What follows belongs to an exercise in optimizing a design on an open flow for small area and few clock cycles per item; a production flow would make more cautious choices.
Function not checked in this run: the RTL went through the layout flow alone.

### design/flow/config.mk
export PLATFORM = sky130hd
export DESIGN_NAME = sha1_core_mb
export DESIGN_NICKNAME = sha1_core_mb
export VERILOG_FILES = /design/flow/design.v
export SDC_FILE = /design/flow/constraint.sdc
export NUM_CORES = 4
export LEC_CHECK = 0
export CAP_MARGIN = 20
export CORE_MARGIN = 2
export CORE_UTILIZATION = 40
export SLEW_MARGIN = 20
export SYNTH_HIERARCHICAL = 1
### design/flow/constraint.sdc
create_clock -name core_clock -period 8.5 [get_ports {CLK}]
set_input_delay 1.7000 -clock core_clock [delete_from_list [all_inputs] [get_ports {CLK}]]
set_output_delay 1.7000 -clock core_clock [all_outputs]
set_load 0.01 [all_outputs]
### design/flow/design.v
package sha1_pkg;
    localparam int ROUNDS = 80;
    localparam logic [31:0] IV_H0 = 32'h67452301;
    localparam logic [31:0] IV_H1 = 32'hEFCDAB89;
    localparam logic [31:0] IV_H2 = 32'h98BADCFE;
    localparam logic [31:0] IV_H3 = 32'h10325476;
    localparam logic [31:0] IV_H4 = 32'hC3D2E1F0;
    localparam logic [159:0] SHA1_IV = {IV_H0, IV_H1, IV_H2, IV_H3, IV_H4};
    localparam logic [31:0] K_00_19 = 32'h5A827999;
    localparam logic [31:0] K_20_39 = 32'h6ED9EBA1;
    localparam logic [31:0] K_40_59 = 32'h8F1BBCDC;
    localparam logic [31:0] K_60_79 = 32'hCA62C1D6;
endpackage
import sha1_pkg::*;
module sha1_round
#(
    parameter bit HAS_X = 1'b0,
    parameter bit PRE   = 1'b0      
)
(
    input  logic [31:0] a_in,
    input  logic [31:0] b_in,
    input  logic [31:0] c_in,
    input  logic [31:0] d_in,
    input  logic [31:0] e_in,
    input  logic [31:0] w_in,
    input  logic [3:0]  sel,         
    input  logic [31:0] x_in,
    input  logic [31:0] f_in,
    output logic [31:0] a_out
);
    logic [31:0] k;
    logic [31:0] f1, f0, f;
    logic [31:0] s1, c1, s2, c2, s3, c3;
    assign k = ({32{sel[0]}} & K_00_19) | ({32{sel[1]}} & K_20_39) |
               ({32{sel[2]}} & K_40_59) | ({32{sel[3]}} & K_60_79);
    assign f1 = sel[0] ? c_in : sel[2] ? (c_in | d_in) : ~(c_in ^ d_in);
    assign f0 = sel[0] ? d_in : sel[2] ? (c_in & d_in) : (c_in ^ d_in);
    if (PRE) begin : g_fpre
        assign f = f_in;
    end else begin : g_fsel
        assign f = (b_in & f1) | (~b_in & f0);
    end
    if (PRE) begin : g_pre
        assign s1 = e_in;
        assign c1 = 32'd0;
    end else begin : g_ewk
        assign s1 = e_in ^ w_in ^ k;
        assign c1 = ((e_in & w_in) | (e_in & k) | (w_in & k)) << 1;
    end
    if (HAS_X) begin : g_x
        assign s2 = s1 ^ c1 ^ x_in;
        assign c2 = ((s1 & c1) | (s1 & x_in) | (c1 & x_in)) << 1;
    end else begin : g_nox
        assign s2 = s1;
        assign c2 = c1;
    end
    if (PRE && !HAS_X) begin : g_f1
        assign s3 = s2;
        assign c3 = f;
    end else begin : g_f3
        assign s3 = s2 ^ c2 ^ f;
        assign c3 = ((s2 & c2) | (s2 & f) | (c2 & f)) << 1;
    end
    sha1_add3 u_add (
        .a  (a_in),
        .hx (s3 ^ c3),
        .hy (s3 & c3),
        .ho (s3 | c3),
        .y  (a_out)
    );
endmodule
module sha1_add3
(
    input  logic [31:0] a,
    input  logic [31:0] hx,    
    input  logic [31:0] hy,    
    input  logic [31:0] ho,    
    output logic [31:0] y
);
    logic [31:0] ra, hs, hc, gn0, pn0;
    assign ra = {a[26:0], a[31:27]};
    assign hc[0] = 1'b0;
    for (genvar i = 0; i < 32; i++) begin : g_in
        sha1_xor2 u_hs (.a(hx[i]), .b(ra[i]), .y(hs[i]));
        if (i > 0) begin : g_c
            sha1_mux2 u_hc (.s(ra[i-1]), .d1(ho[i-1]), .d0(hy[i-1]), .y(hc[i]));
            sha1_nand2 u_g (.a(hs[i]), .b(hc[i]), .y(gn0[i]));
            sha1_xnor2 u_pn (.a(hs[i]), .b(hc[i]), .y(pn0[i]));
        end
    end
    assign pn0[0] = ~hs[0];
    logic g1_1, g1_2, p1_2, g1_3, p1_3, g1_4, p1_4, g1_5, p1_5, g1_6, p1_6, g1_7, p1_7, g1_8, p1_8, g1_9, p1_9, g1_10, p1_10, g1_11, p1_11, g1_12, p1_12, g1_13, p1_13, g1_14, p1_14, g1_15, p1_15, g1_16, p1_16, g1_17, p1_17, g1_18, p1_18, g1_19, p1_19, g1_20, p1_20, g1_21, p1_21, g1_22, p1_22, g1_23, p1_23, g1_24, p1_24, g1_25, p1_25, g1_26, p1_26, g1_27, p1_27, g1_28, p1_28, g1_29, p1_29, g1_30, p1_30, g1_31, p1_31, g2_1, g2_2, g2_3, g2_4, p2_4, g2_5, p2_5, g2_6, p2_6, g2_7, p2_7, g2_8, p2_8, g2_9, p2_9, g2_10, p2_10, g2_11, p2_11, g2_12, p2_12, g2_13, p2_13, g2_14, p2_14, g2_15, p2_15, g2_16, p2_16, g2_17, p2_17, g2_18, p2_18, g2_19, p2_19, g2_20, p2_20, g2_21, p2_21, g2_22, p2_22, g2_23, p2_23, g2_24, p2_24, g2_25, p2_25, g2_26, p2_26, g2_27, p2_27, g2_28, p2_28, g2_29, p2_29, g2_30, p2_30, g2_31, p2_31, g3_1, g3_2, g3_3, g3_4, g3_5, g3_6, g3_7, g3_8, p3_8, g3_9, p3_9, g3_10, p3_10, g3_11, p3_11, g3_12, p3_12, g3_13, p3_13, g3_14, p3_14, g3_15, p3_15, g3_16, p3_16, g3_17, p3_17, g3_18, p3_18, g3_19, p3_19, g3_20, p3_20, g3_21, p3_21, g3_22, p3_22, g3_23, p3_23, g3_24, p3_24, g3_25, p3_25, g3_26, p3_26, g3_27, p3_27, g3_28, p3_28, g3_29, p3_29, g3_30, p3_30, g3_31, p3_31, g4_1, g4_2, g4_3, g4_4, g4_5, g4_6, g4_7, g4_8, g4_9, g4_10, g4_11, g4_12, g4_13, g4_14, g4_15, g4_16, p4_16, g4_17, p4_17, g4_18, p4_18, g4_19, p4_19, g4_20, p4_20, g4_21, p4_21, g4_22, p4_22, g4_23, p4_23, g4_24, p4_24, g4_25, p4_25, g4_26, p4_26, g4_27, p4_27, g4_28, p4_28, g4_29, p4_29, g4_30, p4_30, g4_31, p4_31, g5_1, g5_2, g5_3, g5_4, g5_5, g5_6, g5_7, g5_8, g5_9, g5_10, g5_11, g5_12, g5_13, g5_14, g5_15, g5_16, g5_17, g5_18, g5_19, g5_20, g5_21, g5_22, g5_23, g5_24, g5_25, g5_26, g5_27, g5_28, g5_29, g5_30, g5_31;
    sha1_inv u_pg1_1 (.a(gn0[1]), .y(g1_1));
    sha1_oai21 u_g1_2 (.a1(pn0[2]), .a2(gn0[1]), .b(gn0[2]), .y(g1_2));
    sha1_nor2 u_p1_2 (.a(pn0[2]), .b(pn0[1]), .y(p1_2));
    sha1_oai21 u_g1_3 (.a1(pn0[3]), .a2(gn0[2]), .b(gn0[3]), .y(g1_3));
    sha1_nor2 u_p1_3 (.a(pn0[3]), .b(pn0[2]), .y(p1_3));
    sha1_oai21 u_g1_4 (.a1(pn0[4]), .a2(gn0[3]), .b(gn0[4]), .y(g1_4));
    sha1_nor2 u_p1_4 (.a(pn0[4]), .b(pn0[3]), .y(p1_4));
    sha1_oai21 u_g1_5 (.a1(pn0[5]), .a2(gn0[4]), .b(gn0[5]), .y(g1_5));
    sha1_nor2 u_p1_5 (.a(pn0[5]), .b(pn0[4]), .y(p1_5));
    sha1_oai21 u_g1_6 (.a1(pn0[6]), .a2(gn0[5]), .b(gn0[6]), .y(g1_6));
    sha1_nor2 u_p1_6 (.a(pn0[6]), .b(pn0[5]), .y(p1_6));
    sha1_oai21 u_g1_7 (.a1(pn0[7]), .a2(gn0[6]), .b(gn0[7]), .y(g1_7));
    sha1_nor2 u_p1_7 (.a(pn0[7]), .b(pn0[6]), .y(p1_7));
    sha1_oai21 u_g1_8 (.a1(pn0[8]), .a2(gn0[7]), .b(gn0[8]), .y(g1_8));
    sha1_nor2 u_p1_8 (.a(pn0[8]), .b(pn0[7]), .y(p1_8));
    sha1_oai21 u_g1_9 (.a1(pn0[9]), .a2(gn0[8]), .b(gn0[9]), .y(g1_9));
    sha1_nor2 u_p1_9 (.a(pn0[9]), .b(pn0[8]), .y(p1_9));
    sha1_oai21 u_g1_10 (.a1(pn0[10]), .a2(gn0[9]), .b(gn0[10]), .y(g1_10));
    sha1_nor2 u_p1_10 (.a(pn0[10]), .b(pn0[9]), .y(p1_10));
    sha1_oai21 u_g1_11 (.a1(pn0[11]), .a2(gn0[10]), .b(gn0[11]), .y(g1_11));
    sha1_nor2 u_p1_11 (.a(pn0[11]), .b(pn0[10]), .y(p1_11));
    sha1_oai21 u_g1_12 (.a1(pn0[12]), .a2(gn0[11]), .b(gn0[12]), .y(g1_12));
    sha1_nor2 u_p1_12 (.a(pn0[12]), .b(pn0[11]), .y(p1_12));
    sha1_oai21 u_g1_13 (.a1(pn0[13]), .a2(gn0[12]), .b(gn0[13]), .y(g1_13));
    sha1_nor2 u_p1_13 (.a(pn0[13]), .b(pn0[12]), .y(p1_13));
    sha1_oai21 u_g1_14 (.a1(pn0[14]), .a2(gn0[13]), .b(gn0[14]), .y(g1_14));
    sha1_nor2 u_p1_14 (.a(pn0[14]), .b(pn0[13]), .y(p1_14));
    sha1_oai21 u_g1_15 (.a1(pn0[15]), .a2(gn0[14]), .b(gn0[15]), .y(g1_15));
    sha1_nor2 u_p1_15 (.a(pn0[15]), .b(pn0[14]), .y(p1_15));
    sha1_oai21 u_g1_16 (.a1(pn0[16]), .a2(gn0[15]), .b(gn0[16]), .y(g1_16));
    sha1_nor2 u_p1_16 (.a(pn0[16]), .b(pn0[15]), .y(p1_16));
    sha1_oai21 u_g1_17 (.a1(pn0[17]), .a2(gn0[16]), .b(gn0[17]), .y(g1_17));
    sha1_nor2 u_p1_17 (.a(pn0[17]), .b(pn0[16]), .y(p1_17));
    sha1_oai21 u_g1_18 (.a1(pn0[18]), .a2(gn0[17]), .b(gn0[18]), .y(g1_18));
    sha1_nor2 u_p1_18 (.a(pn0[18]), .b(pn0[17]), .y(p1_18));
    sha1_oai21 u_g1_19 (.a1(pn0[19]), .a2(gn0[18]), .b(gn0[19]), .y(g1_19));
    sha1_nor2 u_p1_19 (.a(pn0[19]), .b(pn0[18]), .y(p1_19));
    sha1_oai21 u_g1_20 (.a1(pn0[20]), .a2(gn0[19]), .b(gn0[20]), .y(g1_20));
    sha1_nor2 u_p1_20 (.a(pn0[20]), .b(pn0[19]), .y(p1_20));
    sha1_oai21 u_g1_21 (.a1(pn0[21]), .a2(gn0[20]), .b(gn0[21]), .y(g1_21));
    sha1_nor2 u_p1_21 (.a(pn0[21]), .b(pn0[20]), .y(p1_21));
    sha1_oai21 u_g1_22 (.a1(pn0[22]), .a2(gn0[21]), .b(gn0[22]), .y(g1_22));
    sha1_nor2 u_p1_22 (.a(pn0[22]), .b(pn0[21]), .y(p1_22));
    sha1_oai21 u_g1_23 (.a1(pn0[23]), .a2(gn0[22]), .b(gn0[23]), .y(g1_23));
    sha1_nor2 u_p1_23 (.a(pn0[23]), .b(pn0[22]), .y(p1_23));
    sha1_oai21 u_g1_24 (.a1(pn0[24]), .a2(gn0[23]), .b(gn0[24]), .y(g1_24));
    sha1_nor2 u_p1_24 (.a(pn0[24]), .b(pn0[23]), .y(p1_24));
    sha1_oai21 u_g1_25 (.a1(pn0[25]), .a2(gn0[24]), .b(gn0[25]), .y(g1_25));
    sha1_nor2 u_p1_25 (.a(pn0[25]), .b(pn0[24]), .y(p1_25));
    sha1_oai21 u_g1_26 (.a1(pn0[26]), .a2(gn0[25]), .b(gn0[26]), .y(g1_26));
    sha1_nor2 u_p1_26 (.a(pn0[26]), .b(pn0[25]), .y(p1_26));
    sha1_oai21 u_g1_27 (.a1(pn0[27]), .a2(gn0[26]), .b(gn0[27]), .y(g1_27));
    sha1_nor2 u_p1_27 (.a(pn0[27]), .b(pn0[26]), .y(p1_27));
    sha1_oai21 u_g1_28 (.a1(pn0[28]), .a2(gn0[27]), .b(gn0[28]), .y(g1_28));
    sha1_nor2 u_p1_28 (.a(pn0[28]), .b(pn0[27]), .y(p1_28));
    sha1_oai21 u_g1_29 (.a1(pn0[29]), .a2(gn0[28]), .b(gn0[29]), .y(g1_29));
    sha1_nor2 u_p1_29 (.a(pn0[29]), .b(pn0[28]), .y(p1_29));
    sha1_oai21 u_g1_30 (.a1(pn0[30]), .a2(gn0[29]), .b(gn0[30]), .y(g1_30));
    sha1_nor2 u_p1_30 (.a(pn0[30]), .b(pn0[29]), .y(p1_30));
    sha1_oai21 u_g1_31 (.a1(pn0[31]), .a2(gn0[30]), .b(gn0[31]), .y(g1_31));
    sha1_nor2 u_p1_31 (.a(pn0[31]), .b(pn0[30]), .y(p1_31));
    sha1_inv u_pg2_1 (.a(g1_1), .y(g2_1));
    sha1_inv u_pg2_2 (.a(g1_2), .y(g2_2));
    sha1_aoi21 u_g2_3 (.a1(p1_3), .a2(g1_1), .b(g1_3), .y(g2_3));
    sha1_aoi21 u_g2_4 (.a1(p1_4), .a2(g1_2), .b(g1_4), .y(g2_4));
    sha1_nand2 u_p2_4 (.a(p1_4), .b(p1_2), .y(p2_4));
    sha1_aoi21 u_g2_5 (.a1(p1_5), .a2(g1_3), .b(g1_5), .y(g2_5));
    sha1_nand2 u_p2_5 (.a(p1_5), .b(p1_3), .y(p2_5));
    sha1_aoi21 u_g2_6 (.a1(p1_6), .a2(g1_4), .b(g1_6), .y(g2_6));
    sha1_nand2 u_p2_6 (.a(p1_6), .b(p1_4), .y(p2_6));
    sha1_aoi21 u_g2_7 (.a1(p1_7), .a2(g1_5), .b(g1_7), .y(g2_7));
    sha1_nand2 u_p2_7 (.a(p1_7), .b(p1_5), .y(p2_7));
    sha1_aoi21 u_g2_8 (.a1(p1_8), .a2(g1_6), .b(g1_8), .y(g2_8));
    sha1_nand2 u_p2_8 (.a(p1_8), .b(p1_6), .y(p2_8));
    sha1_aoi21 u_g2_9 (.a1(p1_9), .a2(g1_7), .b(g1_9), .y(g2_9));
    sha1_nand2 u_p2_9 (.a(p1_9), .b(p1_7), .y(p2_9));
    sha1_aoi21 u_g2_10 (.a1(p1_10), .a2(g1_8), .b(g1_10), .y(g2_10));
    sha1_nand2 u_p2_10 (.a(p1_10), .b(p1_8), .y(p2_10));
    sha1_aoi21 u_g2_11 (.a1(p1_11), .a2(g1_9), .b(g1_11), .y(g2_11));
    sha1_nand2 u_p2_11 (.a(p1_11), .b(p1_9), .y(p2_11));
    sha1_aoi21 u_g2_12 (.a1(p1_12), .a2(g1_10), .b(g1_12), .y(g2_12));
    sha1_nand2 u_p2_12 (.a(p1_12), .b(p1_10), .y(p2_12));
    sha1_aoi21 u_g2_13 (.a1(p1_13), .a2(g1_11), .b(g1_13), .y(g2_13));
    sha1_nand2 u_p2_13 (.a(p1_13), .b(p1_11), .y(p2_13));
    sha1_aoi21 u_g2_14 (.a1(p1_14), .a2(g1_12), .b(g1_14), .y(g2_14));
    sha1_nand2 u_p2_14 (.a(p1_14), .b(p1_12), .y(p2_14));
    sha1_aoi21 u_g2_15 (.a1(p1_15), .a2(g1_13), .b(g1_15), .y(g2_15));
    sha1_nand2 u_p2_15 (.a(p1_15), .b(p1_13), .y(p2_15));
    sha1_aoi21 u_g2_16 (.a1(p1_16), .a2(g1_14), .b(g1_16), .y(g2_16));
    sha1_nand2 u_p2_16 (.a(p1_16), .b(p1_14), .y(p2_16));
    sha1_aoi21 u_g2_17 (.a1(p1_17), .a2(g1_15), .b(g1_17), .y(g2_17));
    sha1_nand2 u_p2_17 (.a(p1_17), .b(p1_15), .y(p2_17));
    sha1_aoi21 u_g2_18 (.a1(p1_18), .a2(g1_16), .b(g1_18), .y(g2_18));
    sha1_nand2 u_p2_18 (.a(p1_18), .b(p1_16), .y(p2_18));
    sha1_aoi21 u_g2_19 (.a1(p1_19), .a2(g1_17), .b(g1_19), .y(g2_19));
    sha1_nand2 u_p2_19 (.a(p1_19), .b(p1_17), .y(p2_19));
    sha1_aoi21 u_g2_20 (.a1(p1_20), .a2(g1_18), .b(g1_20), .y(g2_20));
    sha1_nand2 u_p2_20 (.a(p1_20), .b(p1_18), .y(p2_20));
    sha1_aoi21 u_g2_21 (.a1(p1_21), .a2(g1_19), .b(g1_21), .y(g2_21));
    sha1_nand2 u_p2_21 (.a(p1_21), .b(p1_19), .y(p2_21));
    sha1_aoi21 u_g2_22 (.a1(p1_22), .a2(g1_20), .b(g1_22), .y(g2_22));
    sha1_nand2 u_p2_22 (.a(p1_22), .b(p1_20), .y(p2_22));
    sha1_aoi21 u_g2_23 (.a1(p1_23), .a2(g1_21), .b(g1_23), .y(g2_23));
    sha1_nand2 u_p2_23 (.a(p1_23), .b(p1_21), .y(p2_23));
    sha1_aoi21 u_g2_24 (.a1(p1_24), .a2(g1_22), .b(g1_24), .y(g2_24));
    sha1_nand2 u_p2_24 (.a(p1_24), .b(p1_22), .y(p2_24));
    sha1_aoi21 u_g2_25 (.a1(p1_25), .a2(g1_23), .b(g1_25), .y(g2_25));
    sha1_nand2 u_p2_25 (.a(p1_25), .b(p1_23), .y(p2_25));
    sha1_aoi21 u_g2_26 (.a1(p1_26), .a2(g1_24), .b(g1_26), .y(g2_26));
    sha1_nand2 u_p2_26 (.a(p1_26), .b(p1_24), .y(p2_26));
    sha1_aoi21 u_g2_27 (.a1(p1_27), .a2(g1_25), .b(g1_27), .y(g2_27));
    sha1_nand2 u_p2_27 (.a(p1_27), .b(p1_25), .y(p2_27));
    sha1_aoi21 u_g2_28 (.a1(p1_28), .a2(g1_26), .b(g1_28), .y(g2_28));
    sha1_nand2 u_p2_28 (.a(p1_28), .b(p1_26), .y(p2_28));
    sha1_aoi21 u_g2_29 (.a1(p1_29), .a2(g1_27), .b(g1_29), .y(g2_29));
    sha1_nand2 u_p2_29 (.a(p1_29), .b(p1_27), .y(p2_29));
    sha1_aoi21 u_g2_30 (.a1(p1_30), .a2(g1_28), .b(g1_30), .y(g2_30));
    sha1_nand2 u_p2_30 (.a(p1_30), .b(p1_28), .y(p2_30));
    sha1_aoi21 u_g2_31 (.a1(p1_31), .a2(g1_29), .b(g1_31), .y(g2_31));
    sha1_nand2 u_p2_31 (.a(p1_31), .b(p1_29), .y(p2_31));
    sha1_inv u_pg3_1 (.a(g2_1), .y(g3_1));
    sha1_inv u_pg3_2 (.a(g2_2), .y(g3_2));
    sha1_inv u_pg3_3 (.a(g2_3), .y(g3_3));
    sha1_inv u_pg3_4 (.a(g2_4), .y(g3_4));
    sha1_oai21 u_g3_5 (.a1(p2_5), .a2(g2_1), .b(g2_5), .y(g3_5));
    sha1_oai21 u_g3_6 (.a1(p2_6), .a2(g2_2), .b(g2_6), .y(g3_6));
    sha1_oai21 u_g3_7 (.a1(p2_7), .a2(g2_3), .b(g2_7), .y(g3_7));
    sha1_oai21 u_g3_8 (.a1(p2_8), .a2(g2_4), .b(g2_8), .y(g3_8));
    sha1_nor2 u_p3_8 (.a(p2_8), .b(p2_4), .y(p3_8));
    sha1_oai21 u_g3_9 (.a1(p2_9), .a2(g2_5), .b(g2_9), .y(g3_9));
    sha1_nor2 u_p3_9 (.a(p2_9), .b(p2_5), .y(p3_9));
    sha1_oai21 u_g3_10 (.a1(p2_10), .a2(g2_6), .b(g2_10), .y(g3_10));
    sha1_nor2 u_p3_10 (.a(p2_10), .b(p2_6), .y(p3_10));
    sha1_oai21 u_g3_11 (.a1(p2_11), .a2(g2_7), .b(g2_11), .y(g3_11));
    sha1_nor2 u_p3_11 (.a(p2_11), .b(p2_7), .y(p3_11));
    sha1_oai21 u_g3_12 (.a1(p2_12), .a2(g2_8), .b(g2_12), .y(g3_12));
    sha1_nor2 u_p3_12 (.a(p2_12), .b(p2_8), .y(p3_12));
    sha1_oai21 u_g3_13 (.a1(p2_13), .a2(g2_9), .b(g2_13), .y(g3_13));
    sha1_nor2 u_p3_13 (.a(p2_13), .b(p2_9), .y(p3_13));
    sha1_oai21 u_g3_14 (.a1(p2_14), .a2(g2_10), .b(g2_14), .y(g3_14));
    sha1_nor2 u_p3_14 (.a(p2_14), .b(p2_10), .y(p3_14));
    sha1_oai21 u_g3_15 (.a1(p2_15), .a2(g2_11), .b(g2_15), .y(g3_15));
    sha1_nor2 u_p3_15 (.a(p2_15), .b(p2_11), .y(p3_15));
    sha1_oai21 u_g3_16 (.a1(p2_16), .a2(g2_12), .b(g2_16), .y(g3_16));
    sha1_nor2 u_p3_16 (.a(p2_16), .b(p2_12), .y(p3_16));
    sha1_oai21 u_g3_17 (.a1(p2_17), .a2(g2_13), .b(g2_17), .y(g3_17));
    sha1_nor2 u_p3_17 (.a(p2_17), .b(p2_13), .y(p3_17));
    sha1_oai21 u_g3_18 (.a1(p2_18), .a2(g2_14), .b(g2_18), .y(g3_18));
    sha1_nor2 u_p3_18 (.a(p2_18), .b(p2_14), .y(p3_18));
    sha1_oai21 u_g3_19 (.a1(p2_19), .a2(g2_15), .b(g2_19), .y(g3_19));
    sha1_nor2 u_p3_19 (.a(p2_19), .b(p2_15), .y(p3_19));
    sha1_oai21 u_g3_20 (.a1(p2_20), .a2(g2_16), .b(g2_20), .y(g3_20));
    sha1_nor2 u_p3_20 (.a(p2_20), .b(p2_16), .y(p3_20));
    sha1_oai21 u_g3_21 (.a1(p2_21), .a2(g2_17), .b(g2_21), .y(g3_21));
    sha1_nor2 u_p3_21 (.a(p2_21), .b(p2_17), .y(p3_21));
    sha1_oai21 u_g3_22 (.a1(p2_22), .a2(g2_18), .b(g2_22), .y(g3_22));
    sha1_nor2 u_p3_22 (.a(p2_22), .b(p2_18), .y(p3_22));
    sha1_oai21 u_g3_23 (.a1(p2_23), .a2(g2_19), .b(g2_23), .y(g3_23));
    sha1_nor2 u_p3_23 (.a(p2_23), .b(p2_19), .y(p3_23));
    sha1_oai21 u_g3_24 (.a1(p2_24), .a2(g2_20), .b(g2_24), .y(g3_24));
    sha1_nor2 u_p3_24 (.a(p2_24), .b(p2_20), .y(p3_24));
    sha1_oai21 u_g3_25 (.a1(p2_25), .a2(g2_21), .b(g2_25), .y(g3_25));
    sha1_nor2 u_p3_25 (.a(p2_25), .b(p2_21), .y(p3_25));
    sha1_oai21 u_g3_26 (.a1(p2_26), .a2(g2_22), .b(g2_26), .y(g3_26));
    sha1_nor2 u_p3_26 (.a(p2_26), .b(p2_22), .y(p3_26));
    sha1_oai21 u_g3_27 (.a1(p2_27), .a2(g2_23), .b(g2_27), .y(g3_27));
    sha1_nor2 u_p3_27 (.a(p2_27), .b(p2_23), .y(p3_27));
    sha1_oai21 u_g3_28 (.a1(p2_28), .a2(g2_24), .b(g2_28), .y(g3_28));
    sha1_nor2 u_p3_28 (.a(p2_28), .b(p2_24), .y(p3_28));
    sha1_oai21 u_g3_29 (.a1(p2_29), .a2(g2_25), .b(g2_29), .y(g3_29));
    sha1_nor2 u_p3_29 (.a(p2_29), .b(p2_25), .y(p3_29));
    sha1_oai21 u_g3_30 (.a1(p2_30), .a2(g2_26), .b(g2_30), .y(g3_30));
    sha1_nor2 u_p3_30 (.a(p2_30), .b(p2_26), .y(p3_30));
    sha1_oai21 u_g3_31 (.a1(p2_31), .a2(g2_27), .b(g2_31), .y(g3_31));
    sha1_nor2 u_p3_31 (.a(p2_31), .b(p2_27), .y(p3_31));
    sha1_inv u_pg4_1 (.a(g3_1), .y(g4_1));
    sha1_inv u_pg4_2 (.a(g3_2), .y(g4_2));
    sha1_inv u_pg4_3 (.a(g3_3), .y(g4_3));
    sha1_inv u_pg4_4 (.a(g3_4), .y(g4_4));
    sha1_inv u_pg4_5 (.a(g3_5), .y(g4_5));
    sha1_inv u_pg4_6 (.a(g3_6), .y(g4_6));
    sha1_inv u_pg4_7 (.a(g3_7), .y(g4_7));
    sha1_inv u_pg4_8 (.a(g3_8), .y(g4_8));
    sha1_aoi21 u_g4_9 (.a1(p3_9), .a2(g3_1), .b(g3_9), .y(g4_9));
    sha1_aoi21 u_g4_10 (.a1(p3_10), .a2(g3_2), .b(g3_10), .y(g4_10));
    sha1_aoi21 u_g4_11 (.a1(p3_11), .a2(g3_3), .b(g3_11), .y(g4_11));
    sha1_aoi21 u_g4_12 (.a1(p3_12), .a2(g3_4), .b(g3_12), .y(g4_12));
    sha1_aoi21 u_g4_13 (.a1(p3_13), .a2(g3_5), .b(g3_13), .y(g4_13));
    sha1_aoi21 u_g4_14 (.a1(p3_14), .a2(g3_6), .b(g3_14), .y(g4_14));
    sha1_aoi21 u_g4_15 (.a1(p3_15), .a2(g3_7), .b(g3_15), .y(g4_15));
    sha1_aoi21 u_g4_16 (.a1(p3_16), .a2(g3_8), .b(g3_16), .y(g4_16));
    sha1_nand2 u_p4_16 (.a(p3_16), .b(p3_8), .y(p4_16));
    sha1_aoi21 u_g4_17 (.a1(p3_17), .a2(g3_9), .b(g3_17), .y(g4_17));
    sha1_nand2 u_p4_17 (.a(p3_17), .b(p3_9), .y(p4_17));
    sha1_aoi21 u_g4_18 (.a1(p3_18), .a2(g3_10), .b(g3_18), .y(g4_18));
    sha1_nand2 u_p4_18 (.a(p3_18), .b(p3_10), .y(p4_18));
    sha1_aoi21 u_g4_19 (.a1(p3_19), .a2(g3_11), .b(g3_19), .y(g4_19));
    sha1_nand2 u_p4_19 (.a(p3_19), .b(p3_11), .y(p4_19));
    sha1_aoi21 u_g4_20 (.a1(p3_20), .a2(g3_12), .b(g3_20), .y(g4_20));
    sha1_nand2 u_p4_20 (.a(p3_20), .b(p3_12), .y(p4_20));
    sha1_aoi21 u_g4_21 (.a1(p3_21), .a2(g3_13), .b(g3_21), .y(g4_21));
    sha1_nand2 u_p4_21 (.a(p3_21), .b(p3_13), .y(p4_21));
    sha1_aoi21 u_g4_22 (.a1(p3_22), .a2(g3_14), .b(g3_22), .y(g4_22));
    sha1_nand2 u_p4_22 (.a(p3_22), .b(p3_14), .y(p4_22));
    sha1_aoi21 u_g4_23 (.a1(p3_23), .a2(g3_15), .b(g3_23), .y(g4_23));
    sha1_nand2 u_p4_23 (.a(p3_23), .b(p3_15), .y(p4_23));
    sha1_aoi21 u_g4_24 (.a1(p3_24), .a2(g3_16), .b(g3_24), .y(g4_24));
    sha1_nand2 u_p4_24 (.a(p3_24), .b(p3_16), .y(p4_24));
    sha1_aoi21 u_g4_25 (.a1(p3_25), .a2(g3_17), .b(g3_25), .y(g4_25));
    sha1_nand2 u_p4_25 (.a(p3_25), .b(p3_17), .y(p4_25));
    sha1_aoi21 u_g4_26 (.a1(p3_26), .a2(g3_18), .b(g3_26), .y(g4_26));
    sha1_nand2 u_p4_26 (.a(p3_26), .b(p3_18), .y(p4_26));
    sha1_aoi21 u_g4_27 (.a1(p3_27), .a2(g3_19), .b(g3_27), .y(g4_27));
    sha1_nand2 u_p4_27 (.a(p3_27), .b(p3_19), .y(p4_27));
    sha1_aoi21 u_g4_28 (.a1(p3_28), .a2(g3_20), .b(g3_28), .y(g4_28));
    sha1_nand2 u_p4_28 (.a(p3_28), .b(p3_20), .y(p4_28));
    sha1_aoi21 u_g4_29 (.a1(p3_29), .a2(g3_21), .b(g3_29), .y(g4_29));
    sha1_nand2 u_p4_29 (.a(p3_29), .b(p3_21), .y(p4_29));
    sha1_aoi21 u_g4_30 (.a1(p3_30), .a2(g3_22), .b(g3_30), .y(g4_30));
    sha1_nand2 u_p4_30 (.a(p3_30), .b(p3_22), .y(p4_30));
    sha1_aoi21 u_g4_31 (.a1(p3_31), .a2(g3_23), .b(g3_31), .y(g4_31));
    sha1_nand2 u_p4_31 (.a(p3_31), .b(p3_23), .y(p4_31));
    sha1_inv u_pg5_1 (.a(g4_1), .y(g5_1));
    sha1_inv u_pg5_2 (.a(g4_2), .y(g5_2));
    sha1_inv u_pg5_3 (.a(g4_3), .y(g5_3));
    sha1_inv u_pg5_4 (.a(g4_4), .y(g5_4));
    sha1_inv u_pg5_5 (.a(g4_5), .y(g5_5));
    sha1_inv u_pg5_6 (.a(g4_6), .y(g5_6));
    sha1_inv u_pg5_7 (.a(g4_7), .y(g5_7));
    sha1_inv u_pg5_8 (.a(g4_8), .y(g5_8));
    sha1_inv u_pg5_9 (.a(g4_9), .y(g5_9));
    sha1_inv u_pg5_10 (.a(g4_10), .y(g5_10));
    sha1_inv u_pg5_11 (.a(g4_11), .y(g5_11));
    sha1_inv u_pg5_12 (.a(g4_12), .y(g5_12));
    sha1_inv u_pg5_13 (.a(g4_13), .y(g5_13));
    sha1_inv u_pg5_14 (.a(g4_14), .y(g5_14));
    sha1_inv u_pg5_15 (.a(g4_15), .y(g5_15));
    sha1_inv u_pg5_16 (.a(g4_16), .y(g5_16));
    sha1_oai21 u_g5_17 (.a1(p4_17), .a2(g4_1), .b(g4_17), .y(g5_17));
    sha1_oai21 u_g5_18 (.a1(p4_18), .a2(g4_2), .b(g4_18), .y(g5_18));
    sha1_oai21 u_g5_19 (.a1(p4_19), .a2(g4_3), .b(g4_19), .y(g5_19));
    sha1_oai21 u_g5_20 (.a1(p4_20), .a2(g4_4), .b(g4_20), .y(g5_20));
    sha1_oai21 u_g5_21 (.a1(p4_21), .a2(g4_5), .b(g4_21), .y(g5_21));
    sha1_oai21 u_g5_22 (.a1(p4_22), .a2(g4_6), .b(g4_22), .y(g5_22));
    sha1_oai21 u_g5_23 (.a1(p4_23), .a2(g4_7), .b(g4_23), .y(g5_23));
    sha1_oai21 u_g5_24 (.a1(p4_24), .a2(g4_8), .b(g4_24), .y(g5_24));
    sha1_oai21 u_g5_25 (.a1(p4_25), .a2(g4_9), .b(g4_25), .y(g5_25));
    sha1_oai21 u_g5_26 (.a1(p4_26), .a2(g4_10), .b(g4_26), .y(g5_26));
    sha1_oai21 u_g5_27 (.a1(p4_27), .a2(g4_11), .b(g4_27), .y(g5_27));
    sha1_oai21 u_g5_28 (.a1(p4_28), .a2(g4_12), .b(g4_28), .y(g5_28));
    sha1_oai21 u_g5_29 (.a1(p4_29), .a2(g4_13), .b(g4_29), .y(g5_29));
    sha1_oai21 u_g5_30 (.a1(p4_30), .a2(g4_14), .b(g4_30), .y(g5_30));
    sha1_oai21 u_g5_31 (.a1(p4_31), .a2(g4_15), .b(g4_31), .y(g5_31));
    logic [31:0] gfin;
    assign gfin = {g5_31, g5_30, g5_29, g5_28, g5_27, g5_26, g5_25, g5_24, g5_23, g5_22, g5_21, g5_20, g5_19, g5_18, g5_17, g5_16, g5_15, g5_14, g5_13, g5_12, g5_11, g5_10, g5_9, g5_8, g5_7, g5_6, g5_5, g5_4, g5_3, g5_2, g5_1, 1'b0};
    assign y[0] = hs[0];
    for (genvar i = 1; i < 32; i++) begin : g_sum
        logic gc;
        assign gc = gfin[i-1];
        sha1_xnor2 u_s (.a(pn0[i]), .b(gc), .y(y[i]));
    end
endmodule
module sha1_xor2 (input  logic a, b, output logic y);
    assign y = a ^ b;
endmodule
module sha1_xnor2 (input  logic a, b, output logic y);
    assign y = ~(a ^ b);
endmodule
module sha1_nand2 (input  logic a, b, output logic y);
    assign y = ~(a & b);
endmodule
module sha1_nor2 (input  logic a, b, output logic y);
    assign y = ~(a | b);
endmodule
module sha1_inv (input  logic a, output logic y);
    assign y = ~a;
endmodule
module sha1_mux2 (input  logic s, d1, d0, output logic y);
    assign y = s ? d1 : d0;
endmodule
module sha1_aoi21 (input  logic a1, a2, b, output logic y);
    assign y = ~((a1 & a2) | b);
endmodule
module sha1_oai21 (input  logic a1, a2, b, output logic y);
    assign y = ~((a1 | a2) & b);
endmodule
import sha1_pkg::*;
module sha1_core_mb
#(
    parameter int UNROLL = 4
)
(
    input  logic         CLK,
    input  logic         nRST,
    input  logic         START,
    input  logic         FIRST,
    input  logic [511:0] SHA1IN,
    output logic         BUSY,
    output logic         DONE,
    output logic [159:0] SHA1OUT
);
    function automatic logic [31:0] rotl(input logic [31:0] x, input int n);
        rotl = (x << n) | (x >> (32 - n));
    endfunction
    localparam int LASTN = ROUNDS - UNROLL * ((ROUNDS - 1) / UNROLL);
    localparam int LASTT = ROUNDS - LASTN;
    logic          busy_q, done_q, first_q, last_q;
    logic [6:0]    t_q, t_d;    
    logic [UNROLL-1:0][3:0] sel_q, sel_d;
    logic [31:0]   a_q, b_q, c_q, d_q;
    logic [31:0]   x_q, x_e, x_w, x_k;   
    logic [31:0]   f_q, f_d;             
    logic [31:0]   f_b, f_c, f_dd;
    logic [15:0][31:0] w_q;
    logic [15:0][31:0] shift_w;
    logic [159:0]  out_q;
    logic [159:0]  chain;
    logic [159:0]  init;
    genvar gi;
    for (gi = 0; gi < 16 + UNROLL; gi++) begin : g_ext
        logic [31:0] w;
        if (gi < 16) begin : g_stored
            assign w = w_q[gi];
        end else begin : g_expand
            assign w = rotl(g_ext[gi-3].w ^ g_ext[gi-8].w ^ g_ext[gi-14].w ^ g_ext[gi-16].w, 1);
        end
    end
    for (gi = 0; gi < 16; gi++) begin : g_shift
        assign shift_w[gi] = g_ext[gi+UNROLL].w;
    end
    assign t_d = busy_q ? t_q + 7'(UNROLL) : 7'd0;
    for (gi = 0; gi < UNROLL; gi++) begin : g_sel
        logic [6:0] tt;
        assign tt = t_d + 7'(gi);
        assign sel_d[gi] = {tt >= 7'd60, tt >= 7'd40 && tt < 7'd60,
                            tt >= 7'd20 && tt < 7'd40, tt < 7'd20};
    end
    assign chain = first_q ? SHA1_IV : out_q;
    assign init  = FIRST ? SHA1_IV : out_q;
    for (gi = 0; gi < UNROLL; gi++) begin : g_rnd
        logic [31:0] a_i, b_i, c_i, d_i, e_i;
        logic [31:0] a_o, b_o, c_o, d_o, e_o;
        logic [31:0] x;
        if (gi == 0) begin : g_head
            assign a_i = a_q;
            assign b_i = b_q;
            assign c_i = c_q;
            assign d_i = d_q;
            assign e_i = x_q;
        end else begin : g_link
            assign a_i = g_rnd[gi-1].a_o;
            assign b_i = g_rnd[gi-1].b_o;
            assign c_i = g_rnd[gi-1].c_o;
            assign d_i = g_rnd[gi-1].d_o;
            assign e_i = g_rnd[gi-1].e_o;
        end
        assign x = (gi == LASTN - 1 && last_q) ? chain[159:128] : 32'd0;
        sha1_round #(
            .HAS_X (gi == LASTN - 1),
            .PRE   (gi == 0)
        ) u_round (
            .a_in  (a_i),
            .b_in  (b_i),
            .c_in  (c_i),
            .d_in  (d_i),
            .e_in  (e_i),
            .w_in  (g_ext[gi].w),
            .sel   (sel_q[gi]),
            .x_in  (x),
            .f_in  (f_q),
            .a_out (a_o)
        );
        assign b_o = a_i;
        assign c_o = rotl(b_i, 30);
        assign d_o = c_i;
        assign e_o = d_i;
    end
    assign x_e = busy_q ? g_rnd[UNROLL-1].e_o : init[31:0];
    assign x_w = busy_q ? g_ext[UNROLL].w : SHA1IN[511:480];
    assign x_k = ({32{sel_d[0][0]}} & K_00_19) | ({32{sel_d[0][1]}} & K_20_39) |
                 ({32{sel_d[0][2]}} & K_40_59) | ({32{sel_d[0][3]}} & K_60_79);
    assign f_b  = busy_q ? g_rnd[UNROLL-1].b_o : init[127:96];
    assign f_c  = busy_q ? g_rnd[UNROLL-1].c_o : init[95:64];
    assign f_dd = busy_q ? g_rnd[UNROLL-1].d_o : init[63:32];
    always_comb begin
        if (sel_d[0][0]) begin
            f_d = (f_b & f_c) | (~f_b & f_dd);
        end else if (sel_d[0][2]) begin
            f_d = (f_b & f_c) | (f_b & f_dd) | (f_c & f_dd);
        end else begin
            f_d = f_b ^ f_c ^ f_dd;
        end
    end
    always_ff @(posedge CLK or negedge nRST) begin
        if (!nRST) begin
            busy_q  <= 1'b0;
            done_q  <= 1'b0;
            last_q  <= 1'b0;
            t_q     <= '0;
            sel_q   <= '0;
            out_q   <= '0;
        end else begin
            done_q <= busy_q && last_q;
            busy_q <= busy_q ? !last_q : START;
            last_q <= busy_q && (t_d == 7'(LASTT));
            t_q    <= t_d;
            sel_q  <= sel_d;
            if (busy_q && last_q) begin
                out_q <= {g_rnd[LASTN-1].a_o,
                          chain[127:96] + g_rnd[LASTN-1].b_o,
                          chain[95:64]  + g_rnd[LASTN-1].c_o,
                          chain[63:32]  + g_rnd[LASTN-1].d_o,
                          chain[31:0]   + g_rnd[LASTN-1].e_o};
            end
        end
    end
    always_ff @(posedge CLK) begin
        if (busy_q) begin
            a_q <= g_rnd[UNROLL-1].a_o;
            b_q <= g_rnd[UNROLL-1].b_o;
            c_q <= g_rnd[UNROLL-1].c_o;
            d_q <= g_rnd[UNROLL-1].d_o;
            x_q <= x_e + x_w + x_k;
            f_q <= f_d;
            w_q <= shift_w;
        end else begin
            a_q <= init[159:128];
            b_q <= init[127:96];
            c_q <= init[95:64];
            d_q <= init[63:32];
            x_q <= x_e + x_w + x_k;
            f_q <= f_d;
            first_q <= FIRST;
            for (int j = 0; j < 16; j++) begin
                w_q[j] <= SHA1IN[511 - 32*j -: 32];
            end
        end
    end
    assign BUSY    = busy_q;
    assign DONE    = done_q;
    assign SHA1OUT = out_q;
endmodule
### design/flow/run.sh
#!/bin/bash
# synth_recipe.tcl (not shown) runs the flow's synth.tcl, then flattens the netlist and writes it again
# the make line also repeats each setting of config.mk as NAME=value (left out here)
make -C /OpenROAD-flow-scripts/flow DESIGN_CONFIG=/design/flow/config.mk WORK_HOME=/design/flow/orfs CLKGATE_MAP_FILE= SYNTH_SCRIPT=/design/flow/synth_recipe.tcl finish
==> reports/results.ini <==
[die]
core_um2=178000
die_h_um=427
fp.dieArea_um2=182000
initial_utilization_pct=40.2
rows=155
top_level_ports=678
floorplan.die.width_um=427

[synth]
synthesis.instances=8129
syn_area_per_cell_um2=8.80
synth_warnings=7
syn-cell-area_um2=71600

[clock_network]
cts_sinks=887
clk_pin_slew_ns=0.07
insertion_delay_ns=0.82
tritoncts_clock_tree=yes
h-tree-depth=3
cts_buffer_count=108
cts_root_buffer=sky130_fd_sc_hd__clkbuf_16
cts_buffer_depth=3

[sta]
finalCriticalPeriod_ns=8.31
maxSlewViolCount=0
worst_margin_slew_ns=1.27
fmax_mhz=120
relSlewSlack_pct=15.6
final.period_utilization_pct=97.8
hold_violations=0
totalNegativeSetupSlack_ns=0
setup_viol=0
fin_worst_skew_ns=0.0903
grt_setup_unrepaired=true

[critical_path]
path_common_cell=sky130_fd_sc_hd__buf_4
critical_path_buf_inv_count=9
worstSetupEndpointType=flip-flop
worst_ep_arrival_time_ns=9.01
critPathLaunchType=flip-flop
worst_path_max_delay_cell=sky130_fd_sc_hd__a21oi_1
worst-path-max-fanout=9
critPathKind=flip-flop to flip-flop
slowest_delay_ns=0.57
critical-path-top-delay-family=compound AO/OA/AOI/OAI gates
worstPathRequired_ns=9.20

[route]
drt_iter0_drc=5997
route.detailed.vias_per_inst=5.38
final_antenna_net_count=0
drt_drc_violations_left=0
routed_wirelength_mm=367
routed-via-count=66300
detail_route.first_pass.iterations=6
avgRoutedWirePerCell_um=29.8

[status]
status=timing/DRC/antenna clean

[global_routing]
number_of_global_route_vias_before_repair=63400
grt_antenna_before_repair=59
largest_net_degree_at_the_start_of_global_routing=181
first_pass_grt_wire_length_mm=494
grt_use_total_pct=39.0
globalRoute.totalOverflow=0

[placed_design]
detailed_place_hpwl_mm=311
gp_congestion=1.04
portBuffers=677

[layout]
layout.nets=11200
ratio_of_cells_with_drive_above_1_in_the_final_layout_pct=26.4
area.growth.synth_to_final_pct=35.0

[worst_hold_path]
worst_hold_path_type=flip-flop to flip-flop

[flow_run]
cap_viol_max_count=0

## layout by cell type (no fill, tap or decap), types with 78 or more instances in the layout
cell type,instances
sky130_fd_sc_hd__mux2_2,428
sky130_fd_sc_hd__nor2_1,364
sky130_fd_sc_hd__inv_1,1100
sky130_fd_sc_hd__o21ai_1,217
sky130_fd_sc_hd__ha_1,595
sky130_fd_sc_hd__fa_1,274
sky130_fd_sc_hd__a21oi_1,280
sky130_fd_sc_hd__buf_4,1083
sky130_fd_sc_hd__a21oi_2,195
sky130_fd_sc_hd__dfxtp_1,678
sky130_fd_sc_hd__mux2_4,125
sky130_fd_sc_hd__dfrtp_1,175
sky130_fd_sc_hd__nand2_1,783
sky130_fd_sc_hd__clkdlybuf4s50_1,676
sky130_fd_sc_hd__nor2_2,78
sky130_fd_sc_hd__o211ai_1,110
sky130_fd_sc_hd__xor2_1,160
sky130_fd_sc_hd__xnor2_1,689
sky130_fd_sc_hd__clkbuf_16,109
sky130_fd_sc_hd__o21ai_0,257
## metrics by stage
| step | cells | worst slack, ns | util [%] | hold WS, ns | area [um2] |
|---|---|---|---|---|---|
| 6_report | 12300 | 0.188 | 54.3 | 0.443 | 96600 |
| 5_1_grt | 12300 | -0.0700 | 54.2 | 0.461 | 96500 |
| 4_1_cts | 12200 | 0.00959 | 52.8 | 0.447 | 94000 |
| 3_5_place_dp | 12000 | -1.13 | 50.4 | 0.438 | 89700 |
| 3_3_place_gp | 12000 | -1.04 | 50.4 | 0.435 | 89700 |
| 2_1_floorplan | 8130 | 0.432 | - | 0.433 | 71600 |
## layer usage
| layer | global-route usage [%] | vias up | share of wire [%] |
|---|---|---|---|
| li1 | - | 30300 | - |
| met1 | 50.9 | 32700 | 42 |
| met2 | 59.1 | 2649 | 44 |
| met3 | 8.34 | 659 | 8.0 |
| met4 | 22.8 | 22 | 6.6 |
| met5 | 0 | - | 0.040 |
## cell type report
type	count	area, um2
Antenna cell	33	82.6
Timing Repair Buffer	1844	16500
Clock inverter	36	489
Fill cell	16500	81400
Inverter	1114	4180
Sequential cell	887	18800
Multi-Input combinational cell	5891	50400
Clock buffer	162	3200
Tap cell	2355	2950
## state kept, by name, indices dropped and copies added (netlist names)
| signal | flops |
|---|---|
| f_q | 32 |
| out_q | 160 |
| a_q | 32 |
| sel_q | 12 |
| busy_q | 1 |
| c_q | 32 |
| done_q | 1 |
| t_q | 7 |
| last_q | 1 |
| first_q | 1 |
| w_q | 512 |
| b_q | 32 |
| d_q | 32 |
| x_q | 32 |
## timing repair
item,in CTS,in global routing
resized for setup,139,400
setup buffers,3,45
hold buffers,0,0
pin swaps,5,85
endpoints found under the setup margin,111,81
## path summary, 6_finish.rpt
path / startpoint / slack, ns / end / depth (start not counted)
setup / recovery: a_q[31]$_DFF_P_ / 0.19 / a_q[28]$_DFF_P_ / 40
min in group asynchronous: nRST / 0.88 / out_q[39]$_DFFE_PN0P_ / 1
hold / removal: w_q[219]$_DFF_P_ / 0.44 / w_q[91]$_DFF_P_ / 1
max in group asynchronous: nRST / 6.19 / out_q[145]$_DFFE_PN0P_ / 2
setup reg to reg: a_q[31]$_DFF_P_ / 0.19 / a_q[28]$_DFF_P_ / 40
hold reg to reg: w_q[219]$_DFF_P_ / 0.44 / w_q[91]$_DFF_P_ / 1

[re-timing with driven ports]
The flow's constraints put no driver on any port. The routed layout listed below was extracted and timed again, unchanged, in two steps.
Step 1 assumes that a clkbuf_16 drives the clock port and a buf_2 every other input.
Step 2 moves the port delays by t, midway between the first and last clock arrival at a register: inputs arrive t later, outputs are due t later. That takes back most of the time a late clock gives input paths.
Three values: ideal ports, drivers, drivers and shift; two values: the first two.
t, ns: 0.861
setup slack, ns: 0.188 / 0.188 / 0.188
hold WS [ns]: 0.443 / 0.443 / 0.443
latest minus earliest clock arrival (ns): 0.095 / 0.095
pins driven straight from the clock port: 1
After both steps setup and hold are still met in this run. For this run, drivers alone change the setup slack by 0.000 ns; drivers and shift together by 0.000 ns.
